This design comes from an exercise in tuning for small area, a short achievable clock period and few clock cycles per item on the open sky130 flow, not from production work. RTL that was checked went through simulation tests only; none was proved equivalent to the original. Power is estimated from default activity; no workload was simulated.

==> flow/design.v <==
package led_pkg;
    localparam int FRAME_WORDS = 32;
    localparam int ROWS        = 8;
    localparam int DEVICES     = 4;
    localparam int COL_W       = 8;
    typedef enum logic [2:0] {
        S_IDLE,
        S_LOAD,
        S_RENDER,
        S_FIN,
        S_START,
        S_WAIT_ACK,
        S_WAIT_DONE,
        S_HOLD
    } state_t;
endpackage
module led_col_ram (
    input  logic        clk_i,
    input  logic        we_i,
    input  logic [7:0]  waddr_i,
    input  logic [7:0]  wdata_i,
    input  logic [15:0] sel_lo_i,
    input  logic [15:0] sel_hi_i,
    output logic [7:0]  rdata_a_o,
    output logic [7:0]  rdata_b_o
);
    logic [7:0] mem_q [256];
    logic [7:0]  grp [16];
    logic [15:0] wsel_lo_q;
    logic [15:0] wsel_hi_q;
    logic [7:0]  wdata_q;
    always_ff @(posedge clk_i) begin
        for (int a = 0; a < 16; a++) begin
            wsel_lo_q[a] <= we_i && (waddr_i[3:0] == 4'(a));
            wsel_hi_q[a] <= (waddr_i[7:4] == 4'(a));
        end
        wdata_q <= wdata_i;
        for (int h = 0; h < 16; h++) begin
            for (int l = 0; l < 16; l++) begin
                if (wsel_hi_q[h] && wsel_lo_q[l]) begin
                    mem_q[16*h+l] <= wdata_q;
                end
            end
        end
    end
    always_comb begin
        rdata_a_o = '0;
        rdata_b_o = '0;
        for (int h = 0; h < 16; h++) begin
            grp[h] = '0;
            for (int l = 0; l < 16; l++) begin
                grp[h] = grp[h] | (mem_q[16*h+l] & {8{sel_lo_i[l]}});
            end
            if (h < 8) begin
                rdata_a_o = rdata_a_o | (grp[h] & {8{sel_hi_i[h]}});
            end else begin
                rdata_b_o = rdata_b_o | (grp[h] & {8{sel_hi_i[h]}});
            end
        end
    end
endmodule
module led_scroll_engine #(
    parameter int ADDR_W = 8
) (
    input  logic              in_clk,
    input  logic              in_rst,
    input  logic [7:0]        in_col_data,
    input  logic [ADDR_W-1:0] in_col_addr,
    input  logic              in_col_we,
    input  logic [ADDR_W:0]   in_msg_len,
    input  logic              in_enable,
    input  logic [15:0]       in_hold,
    input  logic              in_drv_ready,
    output logic [15:0]       out_drv_data,
    output logic [4:0]        out_drv_addr,
    output logic              out_drv_we,
    output logic              out_drv_start,
    output logic [ADDR_W-1:0] out_offset,
    output logic              out_busy,
    output logic              out_frame_done
);
    localparam logic [ADDR_W:0] DEPTH_L = {1'b1, {ADDR_W{1'b0}}};
    function automatic logic [ADDR_W:0] clamp_len(input logic [ADDR_W:0] len);
        clamp_len = (len > DEPTH_L) ? DEPTH_L : len;
    endfunction
    function automatic logic [ADDR_W-1:0] step_mod(input logic [ADDR_W-1:0] a,
                                                   input logic [ADDR_W:0]   lenm1);
        step_mod = (lenm1[ADDR_W] || a == lenm1[ADDR_W-1:0]) ? '0 : a + 1'b1;
    endfunction
    function automatic logic [15:0] dec16(input logic [3:0] a);
        dec16 = 16'd1 << a;
    endfunction
    led_pkg::state_t   state_q;
    logic              busy_q;
    logic [4:0]        cnt_q;
    logic [3:0]        pl_q;
    logic              ori_q;
    logic [ADDR_W-1:0] offset_q;
    logic [ADDR_W-1:0] offset_adv_q;
    logic [ADDR_W:0]   off10_q;
    logic [ADDR_W:0]   lraw_q;
    logic [ADDR_W:0]   lenm1_q;
    logic [15:0]       hold_q;
    logic              hz_q;
    logic [ADDR_W-1:0] ptr_q;
    logic [15:0]       sel_lo_q;
    logic [15:0]       sel_hi_q;
    logic [7:0]        rd_q;
    logic [7:0]        buf_q [8];
    logic [7:0]        drv_data_q;
    logic [3:0]        drv_row_q;
    logic [4:0]        drv_addr_q;
    logic              drv_we_q;
    logic              drv_start_q;
    logic              frame_done_q;
    logic [7:0]        col_rd_a;
    logic [7:0]        col_rd_b;
    logic [7:0]        rd_a_q;
    logic [7:0]        rd_b_q;
    logic [7:0]        wdist;
    logic              idle;
    logic              in_hold_st;
    logic              hold_end;
    logic              go_idle;
    logic              go_pre;
    logic              go_fast;
    logic              go_load;
    logic [ADDR_W-1:0] base;
    logic              beg_zero;
    logic [ADDR_W-1:0] begin_off;
    logic              pl_hit;
    logic              pl_restart;
    logic              pl_read;
    logic              step;
    logic              shift;
    logic              rd_en;
    logic              jump;
    logic              wrap;
    logic [4:0]        s_idx;
    logic [7:0]        head;
    led_col_ram u_col_ram (
        .clk_i    (in_clk),
        .we_i     (in_col_we),
        .waddr_i  (in_col_addr),
        .wdata_i  (in_col_data),
        .sel_lo_i (sel_lo_q),
        .sel_hi_i (sel_hi_q),
        .rdata_a_o(col_rd_a),
        .rdata_b_o(col_rd_b)
    );
    always_ff @(posedge in_clk) begin
        offset_adv_q <= step_mod(offset_q, lenm1_q);
        off10_q      <= {1'b0, offset_q} + 9'd10;
    end
    assign idle       = !busy_q;
    assign in_hold_st = (state_q == led_pkg::S_HOLD);
    assign hold_end   = in_hold_st && hz_q;
    assign go_idle = idle && in_enable && in_drv_ready;
    assign go_pre  = go_idle && (pl_q == 4'd10) && !pl_hit && !in_col_we &&
                     !off10_q[ADDR_W] && (off10_q < in_msg_len);
    assign go_fast = hold_end && in_enable && (in_msg_len == lraw_q);
    assign go_load = (go_idle && !go_pre) ||
                     (hold_end && in_enable && (in_msg_len != lraw_q));
    assign base      = idle ? offset_q : offset_adv_q;
    assign beg_zero  = ({1'b0, base} >= in_msg_len);
    assign begin_off = beg_zero ? '0 : base;
    assign wdist = in_col_addr - offset_q;
    always_ff @(posedge in_clk) begin
        pl_hit <= in_col_we && (wdist <= 8'd9);
    end
    assign pl_restart = idle && (pl_hit || pl_q == 4'd0);
    assign pl_read    = idle && !pl_restart && (pl_q != 4'd10);
    assign step  = go_fast || go_pre || (state_q == led_pkg::S_RENDER);
    assign s_idx = (state_q == led_pkg::S_RENDER) ? cnt_q : 5'd0;
    assign shift = step ||
                   ((state_q == led_pkg::S_LOAD) && (cnt_q != 5'd0)) ||
                   (pl_read && !go_idle && (pl_q != 4'd1));
    assign rd_en = step || (state_q == led_pkg::S_LOAD) || (pl_read && !go_idle);
    assign jump = step && (s_idx == 5'd22);
    assign wrap = !idle && (lenm1_q[ADDR_W] || ptr_q == lenm1_q[ADDR_W-1:0]);
    always_ff @(posedge in_clk) begin
        if (go_load) begin
            ptr_q    <= begin_off;
            sel_lo_q <= beg_zero ? 16'd1 : dec16(base[3:0]);
            sel_hi_q <= beg_zero ? 16'd1 : dec16(base[7:4]);
        end else if (pl_restart) begin
            ptr_q    <= offset_q;
            sel_lo_q <= dec16(offset_q[3:0]);
            sel_hi_q <= dec16(offset_q[7:4]);
        end else if (jump) begin
            ptr_q    <= offset_adv_q;
            sel_lo_q <= dec16(offset_adv_q[3:0]);
            sel_hi_q <= dec16(offset_adv_q[7:4]);
        end else if (rd_en) begin
            if (wrap) begin
                ptr_q    <= '0;
                sel_lo_q <= 16'd1;
                sel_hi_q <= 16'd1;
            end else begin
                ptr_q    <= ptr_q + 1'b1;
                sel_lo_q <= {sel_lo_q[14:0], sel_lo_q[15]};
                if (sel_lo_q[15]) begin
                    sel_hi_q <= {sel_hi_q[14:0], sel_hi_q[15]};
                end
            end
        end
    end
    always_ff @(posedge in_clk) begin
        if (rd_en) begin
            rd_a_q <= col_rd_a;
            rd_b_q <= col_rd_b;
        end
    end
    assign rd_q = rd_a_q | rd_b_q;
    always_comb begin
        for (int j = 0; j < 8; j++) begin
            head[7-j] = ori_q ? buf_q[j][0] : buf_q[0][j];
        end
    end
    always_ff @(posedge in_clk) begin
        if (shift) begin
            for (int i = 0; i < 8; i++) begin
                for (int j = 0; j < 8; j++) begin
                    if (!ori_q) begin
                        buf_q[i][j] <= (i == 7) ? rd_q[j] : buf_q[(i+1)%8][j];
                    end else begin
                        buf_q[i][j] <= (j == 7) ? rd_q[i] : buf_q[i][(j+1)%8];
                    end
                end
            end
        end
    end
    always_ff @(posedge in_clk) begin
        drv_data_q <= head & {8{!lenm1_q[ADDR_W] || idle}};
        drv_row_q  <= {1'b0, s_idx[2:0]} + 4'd1;
        drv_addr_q <= {s_idx[2:0], s_idx[4:3]};
    end
    always_ff @(posedge in_clk) begin
        if (in_rst) begin
            state_q      <= led_pkg::S_IDLE;
            busy_q       <= 1'b0;
            cnt_q        <= '0;
            pl_q         <= '0;
            ori_q        <= 1'b0;
            offset_q     <= '0;
            lraw_q       <= '0;
            lenm1_q      <= '1;
            hold_q       <= '0;
            hz_q         <= 1'b0;
            drv_we_q     <= 1'b0;
            drv_start_q  <= 1'b0;
            frame_done_q <= 1'b0;
        end else begin
            drv_we_q     <= step;
            drv_start_q  <= 1'b0;
            frame_done_q <= 1'b0;
            if (shift && ((state_q == led_pkg::S_LOAD) ? (cnt_q[3:0] == 4'd8) :
                          idle ? (pl_q == 4'd9) : (s_idx[2:0] == 3'd7))) begin
                ori_q <= ~ori_q;
            end
            if (go_load || go_pre || go_fast) begin
                lraw_q  <= in_msg_len;
                lenm1_q <= clamp_len(in_msg_len) - 1'b1;
            end
            if (!idle || go_idle) begin
                pl_q <= '0;
            end else if (pl_restart) begin
                pl_q <= 4'd1;
            end else if (pl_q != 4'd10) begin
                pl_q <= pl_q + 4'd1;
            end
            case (state_q)
                led_pkg::S_IDLE: begin
                    if (go_load) begin
                        state_q  <= led_pkg::S_LOAD;
                        busy_q   <= 1'b1;
                        cnt_q    <= '0;
                        offset_q <= begin_off;
                    end else if (go_pre) begin
                        state_q  <= led_pkg::S_RENDER;
                        busy_q   <= 1'b1;
                        cnt_q    <= 5'd1;
                    end
                end
                led_pkg::S_LOAD: begin
                    if (cnt_q[3:0] == 4'd8) begin
                        state_q <= led_pkg::S_RENDER;
                        cnt_q   <= '0;
                    end else begin
                        cnt_q <= cnt_q + 5'd1;
                    end
                end
                led_pkg::S_RENDER: begin
                    cnt_q <= cnt_q + 5'd1;
                    if (cnt_q == 5'd31) begin
                        state_q <= led_pkg::S_FIN;
                    end
                end
                led_pkg::S_FIN: begin
                    state_q     <= led_pkg::S_START;
                    drv_start_q <= 1'b1;
                end
                led_pkg::S_START: begin
                    state_q <= led_pkg::S_WAIT_ACK;
                end
                led_pkg::S_WAIT_ACK: begin
                    if (!in_drv_ready) begin
                        state_q <= led_pkg::S_WAIT_DONE;
                    end
                end
                led_pkg::S_WAIT_DONE: begin
                    if (in_drv_ready) begin
                        state_q      <= led_pkg::S_HOLD;
                        frame_done_q <= 1'b1;
                        hold_q       <= in_hold;
                        hz_q         <= (in_hold == 16'd0);
                    end
                end
                led_pkg::S_HOLD: begin
                    if (hz_q) begin
                        if (go_fast) begin
                            state_q  <= led_pkg::S_RENDER;
                            cnt_q    <= 5'd1;
                            offset_q <= offset_adv_q;
                        end else if (go_load) begin
                            state_q  <= led_pkg::S_LOAD;
                            cnt_q    <= '0;
                            offset_q <= begin_off;
                        end else begin
                            state_q  <= led_pkg::S_IDLE;
                            busy_q   <= 1'b0;
                            offset_q <= offset_adv_q;
                        end
                    end else begin
                        hold_q <= hold_q - 16'd1;
                        hz_q   <= (hold_q == 16'd1);
                    end
                end
                default: begin
                    state_q <= led_pkg::S_IDLE;
                    busy_q  <= 1'b0;
                end
            endcase
        end
    end
    assign out_drv_data   = {4'h0, drv_row_q, drv_data_q};
    assign out_drv_addr   = drv_addr_q;
    assign out_drv_we     = drv_we_q;
    assign out_drv_start  = drv_start_q;
    assign out_offset     = offset_q;
    assign out_busy       = busy_q;
    assign out_frame_done = frame_done_q;
endmodule
make LEC_CHECK=0 ABC_CLOCK_PERIOD_IN_PS=3000 CAP_MARGIN=20 CORE_MARGIN=2 CORE_UTILIZATION=45 CTS_CLUSTER_DIAMETER=60 CTS_CLUSTER_SIZE=20 PLACE_DENSITY=0.6 SETUP_SLACK_MARGIN=5 SLEW_MARGIN=20 finish   # period 8.0 ns
run.sh (not shown) runs the stock make flow with config.mk's settings and CLKGATE_MAP_FILE= SYNTH_SCRIPT=/design/flow/synth_recipe.tcl, a recipe that flattens the netlist after the stock synthesis.
The starting point produced a clean layout.
Testbench counts at the start, summed over its fixed seeds: cycles 13,321, frames 192.
Next try:
--- a/flow/design.v
+++ b/flow/design.v
@@ -19,12 +19,11 @@
     input  logic        we_i,
     input  logic [7:0]  waddr_i,
     input  logic [7:0]  wdata_i,
     input  logic [15:0] sel_lo_i,
     input  logic [15:0] sel_hi_i,
-    output logic [7:0]  rdata_a_o,
-    output logic [7:0]  rdata_b_o
+    output logic [7:0]  rdata_o
 );
     logic [7:0] mem_q [256];
     logic [7:0]  grp [16];
     logic [15:0] wsel_lo_q;
     logic [15:0] wsel_hi_q;
@@ -42,22 +41,17 @@
                 end
             end
         end
     end
     always_comb begin
-        rdata_a_o = '0;
-        rdata_b_o = '0;
+        rdata_o = '0;
         for (int h = 0; h < 16; h++) begin
             grp[h] = '0;
             for (int l = 0; l < 16; l++) begin
                 grp[h] = grp[h] | (mem_q[16*h+l] & {8{sel_lo_i[l]}});
             end
-            if (h < 8) begin
-                rdata_a_o = rdata_a_o | (grp[h] & {8{sel_hi_i[h]}});
-            end else begin
-                rdata_b_o = rdata_b_o | (grp[h] & {8{sel_hi_i[h]}});
-            end
+            rdata_o = rdata_o | (grp[h] & {8{sel_hi_i[h]}});
         end
     end
 endmodule
 module led_scroll_engine #(
     parameter int ADDR_W = 8
@@ -111,14 +105,11 @@
     logic [3:0]        drv_row_q;
     logic [4:0]        drv_addr_q;
     logic              drv_we_q;
     logic              drv_start_q;
     logic              frame_done_q;
-    logic [7:0]        col_rd_a;
-    logic [7:0]        col_rd_b;
-    logic [7:0]        rd_a_q;
-    logic [7:0]        rd_b_q;
+    logic [7:0]        col_rd_data;
     logic [7:0]        wdist;
     logic              idle;
     logic              in_hold_st;
     logic              hold_end;
     logic              go_idle;
@@ -143,12 +134,11 @@
         .we_i     (in_col_we),
         .waddr_i  (in_col_addr),
         .wdata_i  (in_col_data),
         .sel_lo_i (sel_lo_q),
         .sel_hi_i (sel_hi_q),
-        .rdata_a_o(col_rd_a),
-        .rdata_b_o(col_rd_b)
+        .rdata_o  (col_rd_data)
     );
     always_ff @(posedge in_clk) begin
         offset_adv_q <= step_mod(offset_q, lenm1_q);
         off10_q      <= {1'b0, offset_q} + 9'd10;
     end
@@ -205,15 +195,13 @@
             end
         end
     end
     always_ff @(posedge in_clk) begin
         if (rd_en) begin
-            rd_a_q <= col_rd_a;
-            rd_b_q <= col_rd_b;
+            rd_q <= col_rd_data;
         end
     end
-    assign rd_q = rd_a_q | rd_b_q;
     always_comb begin
         for (int j = 0; j < 8; j++) begin
             head[7-j] = ori_q ? buf_q[j][0] : buf_q[0][j];
         end
     end
With this change the flow finished with antenna rules left.
Global-route usage went up by 2.0 points.
Cell count went up by a few percent.
Power went up by roughly a tenth.
Clock-buffer cell count went down by 14.
Utilization went up by 1.2 points.
Clock power went up by a few percent.
Cell area went up by a few percent.
Wire length went up by a few percent.
Setup slack is better by 0.014 ns.
Critical path depth went down by 1.
Via count went up by a few percent.
Only the layout flow was run in the second run of this note; the RTL was not checked for function there.

[afterwards: timing with drivers on the ports]
The flow's constraints put no driver on any port. The routed layouts listed below were extracted and timed again, unchanged, in two steps. Step 1 (the two cells are an assumption about what drives the block):
set clk [get_ports {in_clk}]
set_driving_cell -lib_cell sky130_fd_sc_hd__clkbuf_16 $clk
set_driving_cell -lib_cell sky130_fd_sc_hd__buf_2 [delete_from_list [all_inputs] $clk]
Step 2 also shifts input and output timing later by t, the mid clock arrival at the registers, as if the neighbouring blocks saw the same clock. Slacks: ideal ports / drivers / drivers and shift; pairs: ideal ports / drivers.
run	shift t [ns]	setup WS [ns]	worst setup path at the end
the first run	0.881	4.832 / 4.855 / 3.974	input to register
the second run	0.935	4.846 / 4.868 / 3.933	input to register
The setup slack of the second run, which loses most, moves by +0.022 ns with the drivers and by -0.913 ns with both steps.
